This is an optimization exercise on Yosys and OpenROAD, whose aim is small area, a short achievable clock period and few clock cycles per item, not a production implementation. Only simulation tests tie the RTL to the original design; equivalence was not proved. Power and IR drop assume default switching activity.

==> flow/design.v <==
package bat_pkg;
   localparam int TABLE_ENTRIES = 16;
   localparam int ADDR_W        = 32;
   localparam int COUNT_OUT_W   = 5;
   localparam int CNT_W         = $clog2(TABLE_ENTRIES + 1);
   typedef enum logic [1:0] {
      OP_CHECK  = 2'd0,
      OP_SET    = 2'd1,
      OP_DELETE = 2'd2,
      OP_CLEAR  = 2'd3
   } op_type;
   typedef struct packed {
      logic load;    
      logic exec;    
   } bat_cmd_type;
endpackage
module bat_ctrl (
   input  logic        clock,
   input  logic        reset,
   input  logic        req_valid,
   output logic        req_ready,
   output logic        rsp_valid,
   input  logic        rsp_ready,
   output bat_pkg::bat_cmd_type cmd
);
   typedef enum logic [1:0] {
      ST_IDLE = 2'b01,
      ST_EXEC = 2'b10
   } state_type;
   state_type state_ff, state_in;
   logic      rsp_valid_ff, rsp_valid_in;
   logic      out_free;
   assign out_free  = !rsp_valid_ff || rsp_ready;
   assign req_ready = (state_ff == ST_IDLE);
   assign rsp_valid = rsp_valid_ff;
   always_comb begin
      cmd.load     = 1'b0;
      cmd.exec     = 1'b0;
      state_in     = state_ff;
      rsp_valid_in = rsp_valid_ff && !rsp_ready;
      unique case (state_ff)
         ST_IDLE: begin
            if (req_valid) begin
               cmd.load = 1'b1;
               state_in = ST_EXEC;
            end
         end
         ST_EXEC: begin
            if (out_free) begin
               cmd.exec     = 1'b1;
               rsp_valid_in = 1'b1;
               state_in     = ST_IDLE;
            end
         end
         default: begin
            state_in = ST_IDLE;
         end
      endcase
   end
   always_ff @(posedge clock) begin
      if (reset) begin
         state_ff     <= ST_IDLE;
         rsp_valid_ff <= 1'b0;
      end else begin
         state_ff     <= state_in;
         rsp_valid_ff <= rsp_valid_in;
      end
   end
endmodule
module bat_datapath (
   input  logic                   clock,
   input  logic                   reset,
   input  bat_pkg::bat_cmd_type            cmd,
   input  logic [1:0]             req_operation,
   input  logic [bat_pkg::ADDR_W-1:0]      req_address,
   output logic                   rsp_success,
   output logic [bat_pkg::COUNT_OUT_W-1:0] rsp_entry_count
);
   localparam logic [bat_pkg::TABLE_ENTRIES-1:0] ALL_ONES = {bat_pkg::TABLE_ENTRIES{1'b1}};
   logic [bat_pkg::ADDR_W-1:0]        addr_ff [bat_pkg::TABLE_ENTRIES];
   logic [bat_pkg::ADDR_W-1:0]        addr_in [bat_pkg::TABLE_ENTRIES];
   logic [bat_pkg::TABLE_ENTRIES-1:0] en_ff, en_in;
   logic [bat_pkg::CNT_W-1:0]         count_ff, count_in;
   bat_pkg::op_type                   op_ff;
   logic [bat_pkg::ADDR_W-1:0]        key_ff;
   logic                     success_ff, success_in;
   logic [bat_pkg::COUNT_OUT_W-1:0]   rsp_count_ff;
   logic [bat_pkg::TABLE_ENTRIES-1:0] match;
   logic [bat_pkg::TABLE_ENTRIES-1:0] shift;
   logic                     hit;
   logic                     not_full;
   always_comb begin
      for (int i = 0; i < bat_pkg::TABLE_ENTRIES; i++) begin
         match[i] = en_ff[i] && (addr_ff[i] == key_ff);
      end
   end
   always_comb begin
      for (int i = 0; i < bat_pkg::TABLE_ENTRIES; i++) begin
         shift[i] = |(match & (ALL_ONES >> (bat_pkg::TABLE_ENTRIES - 1 - i)));
      end
   end
   assign hit      = |match;
   assign not_full = (count_ff < bat_pkg::CNT_W'(bat_pkg::TABLE_ENTRIES));
   always_comb begin
      en_in      = en_ff;
      count_in   = count_ff;
      success_in = 1'b0;
      for (int i = 0; i < bat_pkg::TABLE_ENTRIES; i++) begin
         addr_in[i] = addr_ff[i];
      end
      unique case (op_ff)
         bat_pkg::OP_CHECK: begin
            success_in = hit;
         end
         bat_pkg::OP_SET: begin
            success_in = hit || not_full;
            if (!hit && not_full) begin
               for (int i = 0; i < bat_pkg::TABLE_ENTRIES; i++) begin
                  if (count_ff == bat_pkg::CNT_W'(i)) begin
                     addr_in[i] = key_ff;
                     en_in[i]   = 1'b1;
                  end
               end
               count_in = count_ff + bat_pkg::CNT_W'(1);
            end
         end
         bat_pkg::OP_DELETE: begin
            success_in = hit;
            if (hit) begin
               for (int i = 0; i < bat_pkg::TABLE_ENTRIES - 1; i++) begin
                  if (shift[i]) begin
                     addr_in[i] = addr_ff[i + 1];
                     en_in[i]   = en_ff[i + 1];
                  end
               end
               if (shift[bat_pkg::TABLE_ENTRIES-1]) begin
                  en_in[bat_pkg::TABLE_ENTRIES-1] = 1'b0;
               end
               count_in = count_ff - bat_pkg::CNT_W'(1);
            end
         end
         bat_pkg::OP_CLEAR: begin
            success_in = 1'b1;
            en_in      = '0;
            count_in   = '0;
         end
         default: begin
            success_in = 1'b0;
         end
      endcase
   end
   always_ff @(posedge clock) begin
      if (reset) begin
         en_ff    <= '0;
         count_ff <= '0;
      end else if (cmd.exec) begin
         en_ff    <= en_in;
         count_ff <= count_in;
      end
   end
   always_ff @(posedge clock) begin
      if (cmd.exec) begin
         for (int i = 0; i < bat_pkg::TABLE_ENTRIES; i++) begin
            addr_ff[i] <= addr_in[i];
         end
         success_ff   <= success_in;
         rsp_count_ff <= bat_pkg::COUNT_OUT_W'(count_in);
      end
      if (cmd.load) begin
         op_ff  <= bat_pkg::op_type'(req_operation);
         key_ff <= req_address;
      end
   end
   assign rsp_success     = success_ff;
   assign rsp_entry_count = rsp_count_ff;
endmodule
module breakpoint_address_table_unit (
   input  logic                   clock,
   input  logic                   reset,
   input  logic                   req_valid,
   output logic                   req_ready,
   input  logic [1:0]             req_operation,
   input  logic [bat_pkg::ADDR_W-1:0]      req_address,
   output logic                   rsp_valid,
   input  logic                   rsp_ready,
   output logic                   rsp_success,
   output logic [bat_pkg::COUNT_OUT_W-1:0] rsp_entry_count
);
   bat_pkg::bat_cmd_type cmd;
   bat_ctrl u_ctrl (
      .clock     (clock),
      .reset     (reset),
      .req_valid (req_valid),
      .req_ready (req_ready),
      .rsp_valid (rsp_valid),
      .rsp_ready (rsp_ready),
      .cmd       (cmd)
   );
   bat_datapath u_datapath (
      .clock           (clock),
      .reset           (reset),
      .cmd             (cmd),
      .req_operation   (req_operation),
      .req_address     (req_address),
      .rsp_success     (rsp_success),
      .rsp_entry_count (rsp_entry_count)
   );
endmodule
==> flow/run.sh <==
#!/bin/bash
# synth_recipe.tcl (not shown) runs the flow's synth.tcl, then flattens the netlist and writes it again
# the make line also repeats each setting of config.mk as NAME=value (left out here)
make -C /OpenROAD-flow-scripts/flow DESIGN_CONFIG=/design/flow/config.mk WORK_HOME=/design/flow/orfs CLKGATE_MAP_FILE= SYNTH_SCRIPT=/design/flow/synth_recipe.tcl finish
==> flow/config.mk <==
export PLATFORM = sky130hd
export DESIGN_NAME = breakpoint_address_table_unit
export DESIGN_NICKNAME = breakpoint_address_table_unit
export VERILOG_FILES = /design/flow/design.v
export SDC_FILE = /design/flow/constraint.sdc
export NUM_CORES = 4
export LEC_CHECK = 0
export CAP_MARGIN = 20
export CORE_MARGIN = 2
export CORE_UTILIZATION = 40
export SLEW_MARGIN = 20
==> flow/constraint.sdc <==
create_clock -name core_clock -period 6.0 [get_ports {clock}]
set_input_delay 1.2000 -clock core_clock [delete_from_list [all_inputs] [get_ports {clock}]]
set_output_delay 1.2000 -clock core_clock [all_outputs]
set_load 0.01 [all_outputs]
==> metrics.md <==
| Metric | Value |
|---|---|
| Total number of H-tree levels | `3` |
| RePlAce Congestion | `0.997` |
| Vias in the first global route | `23000` |
| CP max-delay cell | `edfxtp_1` |
| CP cell instances | `buf_4 -> buf_4 -> xor2_1 -> nor4_1 -> nand3_1 -> nor4_1 -> or4_4 -> a311o_1 -> nor3_4 -> or3_1 -> buf_4 -> a211oi_4 -> buf_4` |
| Layout cells sized above 1 | `7.67%` |
| First-pass GRT wire length | `170000 um` |
| CP Max Fanout | `32` |
| Multiplexer area fraction after synthesis | `0.366%` |
| Clk pin slew, worst setup/hold paths | `60 ps` |
| Sw Pwr | `2.59 mW` |
| Vias | `23700` |
| GRT overflow | `0` |
| DIE AREA | `78200 um2` |
| Fin. Hold Viols | `0` |
| Setup violators final | `0` |
| Clk network pwr share | `42.6%` |
| Max incr delay on CP | `1060 ps` |
| Critical Path RT | `6250 ps` |
| Reg power frac | `46.2%` |
| Skew-Pair Late Insertion Delay | `610 ps` |
| Top Family by Delay on Critical Path | `simple AND/OR/NAND/NOR gates` |
| Fin. max-slew vios | `0` |
| VDD IR-drop max | `0.000166 V` |
| Lkg Pwr | `12.4 nW` |
| Peak Freq | `182 MHz` |
| CTS buffer count | `68` |
| Synth warn | `4` |
| Clock Root Buffer | `clkbuf_16` |
| Worst hold path class | `reg -> reg` |
| Distinct cells, synth | `71` |
| Crit end category | `flip-flop` |
| Critical setup path kind | `reg -> reg` |
| Startpoint Class | `flip-flop` |
| Post-synth EDFFs | `552` |
| Relative slew margins | `10.6%` |
| Synth async-reset ratio | `0%` |
| Most frequent CP cell | `buf_4` |
| Total Wirelength | `121000 um` |
| Core Area | `75600 um2` |
| Adder-Cell Fraction of Synth Area | `0.453%` |
| Comb power frac | `11.2%` |
| Fin crit period | `5500 ps` |
| Initial antenna violation count | `1` |
| CTS tree | `yes` |
| Yosys reg bits | `576` |
| Post-synthesis xor/xnor area fraction | `14.4%` |
| Clock Skews | `25.4 ps` |
| Total track usage | `30.6%` |
| Ant diodes | `0` |
| Cell Area, Synth | `30400 um2` |
| CTS Hold Buffers Added | `0` |
| Num rows | `101` |
| HPWL Detailed | `85400 um` |
| Complex-gate fraction of the synthesized area | `2.94%` |
| Total Negative Setup Slacks | `0 ps` |
| Initial core utilization | `40.2%` |
| Post-route DRC | `0` |
| Primary FF master, synth | `edfxtp_1` |
| Worst slew pin tran | `1340 ps` |
| PostCTS Resize Cnt | `0` |
| Die Wd | `280 um` |
| Average size of a mapped cell | `10.4 um2` |
| Post-Synth Simple-Gate Area | `22.4%` |
| P per Cell Area | `289 nW/um2` |
| CTS Sinks | `576` |
| Internal | `7.28 mW` |
| Setup bufs post-CTS | `0` |
| Fin crit share | `91.6%` |
| Sw Share | `26.3%` |
| Routed Antenna Nets | `0` |
| TritonRoute pass-1 iters | `5` |
| Status | `finished clean` |
| 1st-iter DRT viols | `3109` |
| Routed WL per cell | `30.5 um` |
| Layout Nets | `3001` |
| Synth Instances | `2910` |
| Max clock buf depth | `3` |
| Syn nets | `2959` |
| RSZ-0062 raised after global routing | `no` |
| DR vias/cell | `5.95` |
| Input/output buffers | `45` |
| Die Ht | `280 um` |
| Boundary Pins | `46` |
| Crit path DAT | `5750 ps` |
| Largest net degree at the start of global routing | `230` |
| Bufs and invs on worst path | `4` |
| Max cap viols | `0` |
| Layout area overhead | `12.5%` |
| Final Util | `45.3%` |
| Worst hold slack | `509 ps` |
| Seq/Total Area, Yosys | `56.1%` |
| Largest family of logic cells by synthesized area | `simple AND/OR/NAND/NOR gates` |
==> per-stage QoR <==
step	worst slack [ps]	cell area, um2	total power, mW	instances
2_1_floorplan	1390	30400	5.22	2910
5_1_grt	322	34200	10.1	3976
6_report	502	34200	9.87	3976
3_3_place_gp	832	32000	5.70	3859
3_5_place_dp	665	32000	5.70	3859
4_1_cts	626	34200	9.87	3975
==> cells by family (layout without fill, tap and decap cells) <==
kind of cell	count (synthesis)	count (layout)
XOR/XNOR	499	499
AND/OR/NAND/NOR	1499	1499
adder cells (fa/ha/maj)	11	11
AO/OA/AOI/OAI	117	117
multiplexers	11	11
flip-flops	576	576
buffers and inverters	197	285
==> placed cells by master, fill, tap and decap left out, drive strengths merged, types with 10 or more instances in the layout <==
cell type | synthesis | routed
inv | 23 | 29
nand4b | 21 | 21
clkdlybuf4s50 | 0 | 45
dfxtp | 24 | 24
nor2 | 34 | 34
xnor2 | 205 | 205
nand2b | 28 | 28
or4 | 14 | 14
nor3 | 34 | 34
clkinv | 2 | 22
mux2i | 10 | 10
xor2 | 294 | 294
nand3 | 36 | 36
buf | 77 | 99
nor4 | 139 | 139
o41ai | 10 | 10
edfxtp | 552 | 552
nand2 | 1052 | 1052
clkbuf | 95 | 79
nand4 | 94 | 94
o21ai | 32 | 32
a21oi | 14 | 14
ha | 11 | 11
nor2b | 11 | 11
==> path summary, 6_finish.rpt <==
| path | start | end | slack [ps] | depth (start not counted) |
|---|---|---|---|---|
| worst max-delay path | u_datapath.key_ff[11]$_DFFE_PP_ | u_datapath.addr_ff[7][6]$_DFFE_PP_ | 500 | 13 |
| worst min-delay path | u_ctrl.rsp_valid_ff$_SDFF_PP0_ | u_ctrl.rsp_valid_ff$_SDFF_PP0_ | 510 | 2 |
| worst max register to register | u_datapath.key_ff[11]$_DFFE_PP_ | u_datapath.addr_ff[7][6]$_DFFE_PP_ | 500 | 13 |
| worst min register to register | u_ctrl.rsp_valid_ff$_SDFF_PP0_ | u_ctrl.rsp_valid_ff$_SDFF_PP0_ | 510 | 2 |
==> registers in the layout, summed over array words and instances, names as in the netlist <==
signal	count
u_datapath.key_ff	32
u_ctrl.state_ff	2
u_datapath.addr_ff	512
u_datapath.en_ff	16
u_datapath.success_ff	1
u_datapath.count_ff	5
u_datapath.rsp_count_ff	5
u_ctrl.rsp_valid_ff	1
u_datapath.op_ff	2
==> worst register-to-register path, delay by kind of cell (launching register included) <==
| kind | cells | cell delay (ps) |
|---|---|---|
| AOI/OAI and AO/OA | 2 | 710 |
| xor gates and xnor gates | 1 | 90 |
| and+or+nand+nor | 6 | 2030 |
| DFF | 1 | 1060 |
| buffers and inverters | 4 | 1240 |
==> layout make-up <==
class,count,area [um2]
clock buffer,79,1760
clock inverter,37,422
fill,7137,41400
inverter,25,93.8
multi-input combinational,2137,12400
sequential,576,17100
tap,978,1220
timing repair buffer,144,1250
==> cells in the mapped netlist (all sizes together) (2+ instances only) <==
cell type	number	share of area, %
nand2	1052	13
edfxtp	552	55
xor2	294	8.5
xnor2	205	5.9
nor4	139	2.9
clkbuf	95	1.2
nand4	94	1.9
buf	77	1.9
nand3	36	0.59
nor2	34	0.67
nor3	34	0.60
o21ai	32	0.53
nand2b	28	0.58
dfxtp	24	1.6
inv	23	0.28
nand4b	21	0.60
a21oi	14	0.23
or4	14	0.36
ha	11	0.45
nor2b	11	0.23
mux2i	10	0.33
o41ai	10	0.34
o2111ai	9	0.26
a31oi	8	0.21
o311ai	8	0.26
or3	8	0.16
a2111oi	7	0.20
nor4b	7	0.20
and3	6	0.12
or4b	5	0.16
a211oi	4	0.16
a21o	4	0.099
o22ai	3	0.062
a311o	2	0.066
a311oi	2	0.12
and4	2	0.058
clkinv	2	0.025
o211ai	2	0.049
o31a	2	0.058
o31ai	2	0.049
==> layer usage <==
metal  share of wire (%)  global-route usage [%]  vias to the layer above
met2                  43                    45.5                     1478
li1                    -                       -                    10200
met4                 4.8                    13.6                        0
met3                 9.0                    5.45                      251
met5                   0                       0                        -
met1                  43                    43.7                    11800
==> power by group through the flow <==
stage	registers, mW	clock network [mW]	logic (mW)
after floorplan	4.58	0	0.637
after CTS	4.55	4.25	1.07
after global placement	4.64	0	1.07
after global routing	4.55	4.42	1.15
after detailed placement	4.64	0	1.06
final	4.56	4.21	1.10
Testbench counts, summed over its fixed seeds: cycles 12,004, items 6,000.

==> static timing again, ports no longer ideal <==
The flow's constraints put no driver on any port. The routed layout listed below was extracted and timed again, unchanged, in two steps. Step 1 sets driving cells, clkbuf_16 on the clock port and buf_2 on the other inputs (assumed; they add their load-dependent delay and slew). Step 2 moves the port delays by t, midway between the first and last clock arrival at a register: inputs arrive t later, outputs are due t later. That takes back most of the time a late clock gives input paths. Three values: ideal, step 1, step 2; two values: the first two.
t, ns: 0.665
setup slack, ns: 0.502 / 0.502 / 0.502
worst setup path after step 2: register to register
clock arrival spread, ns: 0.025 / 0.025
pins driven straight from the clock port: 1
After both steps setup and hold are still met in this run. The setup slack of this run moves by 0.000 ns with the drivers and by 0.000 ns with both steps.
